This is an optimization exercise on Yosys and OpenROAD, whose aim is small area, a short achievable clock period and few clock cycles per item, not a production implementation. The RTL was checked by simulation tests, not by an equivalence proof against the original design. No activity file was given, so power comes from the tool's default toggle rates.

run A:
// tile_convert_top
module tile_convert_top
(
    input  logic                   clk,
    input  logic                   rst,
    input  logic                   comp_enb,
    output logic                   busy,
    output logic                   done,
    output logic [16-1:0] mem_addr,
    output logic                   mem_read_enb,
    input  logic [64-1:0]  mem_data_in,
    output logic [16-1:0] res_addr,
    output logic [64-1:0]  res_data_out,
    output logic                   res_write_enb
);
For scale: roughly 45 flip-flops, about 0.0027 mm2 of cells after synthesis.
Settings: LEC_CHECK=0, CAP_MARGIN=20, CORE_MARGIN=2, CORE_UTILIZATION=40, SETUP_SLACK_MARGIN=4.3, SLEW_MARGIN=20; clock period 8.0 ns.
standard.sh (not shown) runs the stock make flow with config.mk's settings and CLKGATE_MAP_FILE= SYNTH_SCRIPT=/design/flow/synth_recipe.tcl, a recipe that flattens the netlist after the stock synthesis.
==> flow/flow/run.sh <==
#!/bin/bash
# Standard layout with these changes:
#  - synthesis maps the logic with ABC's area script replaced by abc.script,
#    and without the adder extraction (ADDER_MAP_FILE empty); everything else,
#    register names included, is the standard synthesis; the run stops with
#    an error if its registers differ from the standard synthesis's;
#  - the port buffers are made from the smallest buffer cell;
#  - clock tree synthesis inserts no dummy loads and uses clkbuf_4 only;
#  - one tie cell drives all constant outputs.
# Each tool's output goes to a log of its own in this folder.
set -euo pipefail
here=$(pwd)
res=$here/orfs/results/$FLOW_PLATFORM/tile_convert_top/base

# The standard synthesis, kept for its registers
bash standard.sh synth > synth_standard.log 2>&1
cp $res/1_2_yosys.v $here/standard_synth.v
rm -rf $here/orfs

# ORFS's scripts with the area ABC script replaced
cp -r $FLOW_HOME/scripts $here/scripts
cp $here/flow/abc.script $here/scripts/abc_area.script
bash standard.sh synth SCRIPTS_DIR=$here/scripts ABC_AREA=1 ADDER_MAP_FILE= > synth.log 2>&1
python3 $here/flow/sameregs.py $here/standard_synth.v $res/1_2_yosys.v > sameregs.log 2>&1

export BUFFER_PORTS_ARGS="-buffer_cell sky130_fd_sc_hd__buf_1"
export CTS_ARGS="-sink_clustering_enable -repair_clock_nets -dont_use_dummy_load -buf_list {sky130_fd_sc_hd__clkbuf_4 sky130_fd_sc_hd__clkbuf_8}"
export SKIP_REPAIR_TIE_FANOUT=1
bash standard.sh finish > standard.log 2>&1
==> flow/flow/abc.script <==
strash
dch -f
amap
==> flow/flow/sameregs.py <==
# sameregs.py A.v B.v: exit 0 when both netlists hold the same flip-flops
# (instance names and cell types), else 1.
import re, sys
def regs(path):
    text = open(path).read()
    return sorted(re.findall(r'^\s*(sky130_fd_sc_hd__(?:df|edf|sdf|dl)\w*)\s+(\\\S+|\w+)\s*\(', text, re.M), key=lambda t: t[1])
a, b = regs(sys.argv[1]), regs(sys.argv[2])
print(f"{len(a)} registers in {sys.argv[1]}, {len(b)} in {sys.argv[2]}")
if a != b:
    for x in sorted(set(a) ^ set(b))[:20]:
        print("differs:", x)
    sys.exit(1)
print("same registers")
Run A went all the way through synthesis, placement and routing and the layout is clean on timing, DRC and antenna.
Testbench counts of run A, summed over its fixed seeds: cycles 4,224, tiles 64.
Setup changes, run A to run B
Settings: swapping 4.3 for 4.85 in SETUP_SLACK_MARGIN.
diff --git a/flow/flow/run.sh b/flow/flow/run.sh
--- a/flow/flow/run.sh
+++ b/flow/flow/run.sh
@@ -1,11 +1,9 @@
 #!/bin/bash
-# Standard layout with these changes:
+# Standard layout with three changes:
 #  - synthesis maps the logic with ABC's area script replaced by abc.script,
 #    and without the adder extraction (ADDER_MAP_FILE empty); everything else,
 #    register names included, is the standard synthesis; the run stops with
 #    an error if its registers differ from the standard synthesis's;
-#  - the port buffers are made from the smallest buffer cell;
-#  - clock tree synthesis inserts no dummy loads and uses clkbuf_4 only;
-#  - one tie cell drives all constant outputs.
+#  - the port buffers are made from the smallest buffer cell.
 # Each tool's output goes to a log of its own in this folder.
 set -euo pipefail
@@ -25,5 +23,4 @@
 
 export BUFFER_PORTS_ARGS="-buffer_cell sky130_fd_sc_hd__buf_1"
-export CTS_ARGS="-sink_clustering_enable -repair_clock_nets -dont_use_dummy_load -buf_list {sky130_fd_sc_hd__clkbuf_4 sky130_fd_sc_hd__clkbuf_8}"
-export SKIP_REPAIR_TIE_FANOUT=1
+export CTS_ARGS="-sink_clustering_enable -repair_clock_nets -dont_use_dummy_load"
 bash standard.sh finish > standard.log 2>&1
- Cells: run B has more instances than run A
- Compare run A and run B | cell area higher: run B
- Post-cts resize count on run B is up relative to run A.
- Between run A and run B, the flow reports power increasing by a little under 10%.
- Smallest setup slack after layout ends up higher on run B.
- Looking at half-perimeter wire length of the detailed placement result, run B sits 2.0% above run A.
--- input diff run B..run C ---
Settings: changing SETUP_SLACK_MARGIN from 4.85 to 4.65.
diff --git a/flow/flow/run.sh b/flow/flow/run.sh
--- a/flow/flow/run.sh
+++ b/flow/flow/run.sh
@@ -1,9 +1,11 @@
 #!/bin/bash
-# Standard layout with three changes:
+# Standard layout with these changes:
 #  - synthesis maps the logic with ABC's area script replaced by abc.script,
 #    and without the adder extraction (ADDER_MAP_FILE empty); everything else,
 #    register names included, is the standard synthesis; the run stops with
 #    an error if its registers differ from the standard synthesis's;
-#  - the port buffers are made from the smallest buffer cell.
+#  - the port buffers are made from the smallest buffer cell;
+#  - clock tree synthesis inserts no dummy loads and uses clkbuf_4 only;
+#  - one tie cell drives all constant outputs.
 # Each tool's output goes to a log of its own in this folder.
 set -euo pipefail
@@ -23,4 +25,5 @@
 
 export BUFFER_PORTS_ARGS="-buffer_cell sky130_fd_sc_hd__buf_1"
-export CTS_ARGS="-sink_clustering_enable -repair_clock_nets -dont_use_dummy_load"
+export CTS_ARGS="-sink_clustering_enable -repair_clock_nets -dont_use_dummy_load -buf_list {sky130_fd_sc_hd__clkbuf_4 sky130_fd_sc_hd__clkbuf_8}"
+export SKIP_REPAIR_TIE_FANOUT=1
 bash standard.sh finish > standard.log 2>&1
==> flow/flow/abc.script <==
&get -n
&deepsyn -T 60
&put
dch -f
amap
==> comparison <==
- Run B went all the way through the flow, and no timing, DRC or antenna check failed.
- Run C closes out successfully: all stages finished, all timing, DRC and antenna checks passed.
- Taking run B as the reference, in run C unique cell type count in the Yosys netlist -8; insertion delay to the later sink of the worst-skew pair -0.02 ns; endpoint required time on the critical path +1.81 ns; signed area change from the synthesized netlist to the final layout -18 points.
- Non-clock buffer count (run C / run B): 0.877
- Run C vs run B on sequential share of layout area: run C is the higher one.
- Run C: fraction of cell area in non-clock buffers is 2.4 points lower than what run B reported.
- Area after synthesis: run C vs run B up 1.3%
The following lists how run D was set up differently from run C:
Settings: SETUP_SLACK_MARGIN now 4.5, was 4.65.
diff --git a/flow/flow/run.sh b/flow/flow/run.sh
--- a/flow/flow/run.sh
+++ b/flow/flow/run.sh
@@ -25,5 +25,5 @@
 
 export BUFFER_PORTS_ARGS="-buffer_cell sky130_fd_sc_hd__buf_1"
-export CTS_ARGS="-sink_clustering_enable -repair_clock_nets -dont_use_dummy_load -buf_list {sky130_fd_sc_hd__clkbuf_4 sky130_fd_sc_hd__clkbuf_8}"
+export CTS_ARGS="-sink_clustering_enable -repair_clock_nets -dont_use_dummy_load -buf_list sky130_fd_sc_hd__clkbuf_4 sky130_fd_sc_hd__clkbuf_8"
 export SKIP_REPAIR_TIE_FANOUT=1
 bash standard.sh finish > standard.log 2>&1
==> flow/flow/abc.script <==
strash
dch -f
amap
## What came out
Of run C and run D, just one finished clean: run C. Run D: STA-0564 in 4_1_cts -> run aborted. Relative to run C, the width of the die measured on run D has decreased slightly. Y dimension of the die, run C and run D: larger value in run C. Summary of run D over run C: effective utilization at floorplan went down 0.31 points, post-synthesis instance area -36 um2, worst slack after detailed placement increased 0.054 ns, average cell area after synthesis saw an increase. Re sequential-to-total area share from yosys stat: run C was lower than run D. Against run C as the reference, run D delivers a lower post-synthesis instance total. Count of flip-flops with a built-in enable after synthesis came out exactly the same in run C and run D.
Changes in run E relative to run D:
Settings: SETUP_SLACK_MARGIN now 4.65, was 4.5; CORE_UTILIZATION now 30, was 40.
diff --git a/flow/flow/run.sh b/flow/flow/run.sh
--- a/flow/flow/run.sh
+++ b/flow/flow/run.sh
@@ -6,5 +6,6 @@
 #    an error if its registers differ from the standard synthesis's;
 #  - the port buffers are made from the smallest buffer cell;
-#  - clock tree synthesis inserts no dummy loads and uses clkbuf_4 only;
+#  - clock tree synthesis inserts no dummy loads and picks its buffers
+#    from clkbuf_4 and clkbuf_8;
 #  - one tie cell drives all constant outputs.
 # Each tool's output goes to a log of its own in this folder.
@@ -25,5 +26,5 @@
 
 export BUFFER_PORTS_ARGS="-buffer_cell sky130_fd_sc_hd__buf_1"
-export CTS_ARGS="-sink_clustering_enable -repair_clock_nets -dont_use_dummy_load -buf_list sky130_fd_sc_hd__clkbuf_4 sky130_fd_sc_hd__clkbuf_8"
+export CTS_ARGS="-sink_clustering_enable -repair_clock_nets -dont_use_dummy_load -buf_list {sky130_fd_sc_hd__clkbuf_4 sky130_fd_sc_hd__clkbuf_8}"
 export SKIP_REPAIR_TIE_FANOUT=1
 bash standard.sh finish > standard.log 2>&1
==> flow/flow/abc.script <==
strash
dch -f
amap
strash
dch -f
amap
==> results.txt <==
- Against run D as the reference, run E delivers a higher die span in y.
- Run E against run D: number of cells in the design after placement now larger, sequential area share after synthesis rose by 1.0 points.
- Run E completed every stage of the flow, and the final layout passed the timing, design-rule and antenna checks.
- Summary of the comparison: share of synthesized cell area in and, or, nand and nor gates is higher in run E, relative to run D.
- Run E vs run D — cell area after synthesis dropped by a few percent
- Summary of run E over run D: initial cell density of the core now smaller, post-synthesis average cell area now smaller, instance count of the mapped netlist decreased 1.1%.


Starting RTL as in the previous note.
// tile_convert_top
module tile_convert_top
(
    input  logic                   clk,
    input  logic                   rst,
    input  logic                   comp_enb,
    output logic                   busy,
    output logic                   done,
    output logic [16-1:0] mem_addr,
    output logic                   mem_read_enb,
    input  logic [64-1:0]  mem_data_in,
    output logic [16-1:0] res_addr,
    output logic [64-1:0]  res_data_out,
    output logic                   res_write_enb
);
Settings: LEC_CHECK=0, CAP_MARGIN=20, CORE_MARGIN=2, CORE_UTILIZATION=40, SETUP_SLACK_MARGIN=4.7, SLEW_MARGIN=20; clock period 8.0 ns.
==> flow/flow/run.sh <==
#!/bin/bash
# Standard layout with these changes:
#  - synthesis maps the logic with ABC's area script replaced by abc.script,
#    and without the adder extraction (ADDER_MAP_FILE empty); everything else,
#    register names included, is the standard synthesis; the run stops with
#    an error if its registers differ from the standard synthesis's;
#  - the port buffers are made from the smallest buffer cell;
#  - clock tree synthesis inserts no dummy loads and uses clkbuf_4 only;
#  - one tie cell drives all constant outputs.
# Each tool's output goes to a log of its own in this folder.
set -euo pipefail
here=$(pwd)
res=$here/orfs/results/$FLOW_PLATFORM/tile_convert_top/base

# The standard synthesis, kept for its registers
bash standard.sh synth > synth_standard.log 2>&1
cp $res/1_2_yosys.v $here/standard_synth.v
rm -rf $here/orfs

# ORFS's scripts with the area ABC script replaced
cp -r $FLOW_HOME/scripts $here/scripts
cp $here/flow/abc.script $here/scripts/abc_area.script
bash standard.sh synth SCRIPTS_DIR=$here/scripts ABC_AREA=1 ADDER_MAP_FILE= > synth.log 2>&1
python3 $here/flow/sameregs.py $here/standard_synth.v $res/1_2_yosys.v > sameregs.log 2>&1

export BUFFER_PORTS_ARGS="-buffer_cell sky130_fd_sc_hd__buf_1"
export CTS_ARGS="-sink_clustering_enable -repair_clock_nets -dont_use_dummy_load -buf_list {sky130_fd_sc_hd__clkbuf_4 sky130_fd_sc_hd__clkbuf_8}"
export SKIP_REPAIR_TIE_FANOUT=1
bash standard.sh finish > standard.log 2>&1
==> flow/flow/abc.script <==
strash
dch -f
amap
strash
dch -f
amap
Scripts as last shown in full above: flow/flow/sameregs.py
Testbench counts at the start, summed over its fixed seeds: cycles 4,224, tiles 64.
==> next run, changes <==
PLACE_DENSITY = 0.7   (was default)
SETUP_SLACK_MARGIN = 4.65   (was 4.7)
Outcome: The changed run finished with timing, DRC and antenna clean; final area is about the same; count of clock-buffer cells in the layout does not change; setup slack got worse by 65 ps; global-route usage is higher by 0.40 points; die area is unchanged; routed wire length is higher by a few percent; sequential cell count is unchanged; power stays flat; hold slack improved by 14 ps; clock power barely changes.
==> next run, changes <==
CORE_UTILIZATION = 55   (was 40)
PLACE_DENSITY = default   (was 0.7)
Clock power stays flat.
Via count rose by 2.8%.
Non-clock buffer count rose by 1.
Hold slack is worse by 11 ps.
Global-route usage rose by 5.0 points.
Register-to-register slack is worse by 30 ps.
Design area fell by 1.3%.
Cell count fell by 4.0%.
Power fell by 0.31%.
Die area fell by 26%.
Sequential cell count does not change.
==> next run, changes <==
--- a/flow/flow/run.sh
+++ b/flow/flow/run.sh
@@ -8 +8,2 @@
-#  - clock tree synthesis inserts no dummy loads and uses clkbuf_4 only;
+#  - clock tree synthesis inserts no dummy loads and picks its buffers
+#    from clkbuf_4 and clkbuf_8;
CORE_UTILIZATION = 40   (was 55)
Worst setup slack improved by 61 ps.
Wire length went down by 1.7%.
Global-route usage went down by 5.3 points.
Via count went down by 3.3%.
Area after synthesis does not change.
==> next run, changes <==
--- a/flow/flow/run.sh
+++ b/flow/flow/run.sh
@@ -8,2 +8 @@
-#  - clock tree synthesis inserts no dummy loads and picks its buffers
-#    from clkbuf_4 and clkbuf_8;
+#  - clock tree synthesis inserts no dummy loads and uses clkbuf_4 only;
==> flow/flow/abc.script (replaced) <==
strash
dch -f
amap
strash
dch -f
amap
strash
dch -f
amap
SETUP_SLACK_MARGIN = 4.5   (was 4.65)
What happened: Setup slack loses 220 ps. Final cell count rises by a few percent. Via count rises slightly. Non-clock buffer count falls by 3. Synthesized cell count rises by a few percent. Total power rises by a few percent. Worst hold slack loses 3.1 ps. Core utilization falls by 1.4 points. Cell area rises by a few percent. Sequential power rises slightly.
==> next run, changes <==
--- a/flow/flow/run.sh
+++ b/flow/flow/run.sh
@@ -2 +2 @@
-# Standard layout with these changes:
+# Standard layout with three changes:
@@ -7,3 +7 @@
-#  - the port buffers are made from the smallest buffer cell;
-#  - clock tree synthesis inserts no dummy loads and uses clkbuf_4 only;
-#  - one tie cell drives all constant outputs.
+#  - the port buffers are made from the smallest buffer cell.
@@ -27,2 +24,0 @@
-export CTS_ARGS="-sink_clustering_enable -repair_clock_nets -dont_use_dummy_load -buf_list {sky130_fd_sc_hd__clkbuf_4 sky130_fd_sc_hd__clkbuf_8}"
-export SKIP_REPAIR_TIE_FANOUT=1
==> flow/flow/abc.script (replaced) <==
strash
dch -f
amap
SETUP_SLACK_MARGIN = 5   (was 4.5)
Effect:
- The new run passed the timing, design-rule and antenna checks
- core utilization is higher by 15 points
- final area is higher by a quarter to a third
- power is higher by about a fifth
- wire length is higher by a quarter to a third
- sequential power is higher by a few percent
- global-route usage is higher by 1.0 points
- synthesized area is lower slightly
- cell count is higher by a little under a tenth
- first-iteration DRC count is lower by a few percent

[separate check: timing with driven ports]
No port has a modelled driver above. Below, the same layouts with a new extraction and two added sets of constraints.
Step 1 assumes that a clkbuf_16 drives the clock port and a buf_2 every other input.
Step 2 times the ports against the registers' clock, not the clock port: input delays grow and output delays shrink by t, the midpoint of the rising clock arrivals with the driver on.
a / b / c = no drivers / after step 1 / after step 2; a / b = the first two.
| run | t, ns | setup slack, ns | clock arrival spread, ns |
|---|---|---|---|
| run A | 0.311 | 4.554 / 4.527 / 4.323 | 0.008 / 0.008 |
| run B | 0.315 | 4.887 / 4.859 / 4.650 | 0.019 / 0.019 |
| run C | 0.309 | 4.730 / 4.734 / 4.425 | 0.006 / 0.005 |
| run E | 0.312 | 4.774 / 4.746 / 4.561 | 0.027 / 0.027 |
| the first run of note 2 | 0.311 | 4.848 / 4.821 / 4.610 | 0.019 / 0.019 |
| the second run of note 2 | 0.308 | 4.783 / 4.754 / 4.577 | 0.023 / 0.023 |
| the third run of note 2 | 0.308 | 4.778 / 4.783 / 4.475 | 0.009 / 0.008 |
| the fourth run of note 2 | 0.310 | 4.839 / 4.812 / 4.564 | 0.019 / 0.019 |
| the fifth run of note 2 | 0.307 | 4.619 / 4.626 / 4.319 | 0.021 / 0.021 |
| the sixth run of note 2 | 0.321 | 4.899 / 4.870 / 4.686 | 0.010 / 0.010 |
After both steps every run listed still meets setup and hold. For run C, which loses most, drivers alone change the setup slack by +0.004 ns; drivers and shift together by -0.305 ns.
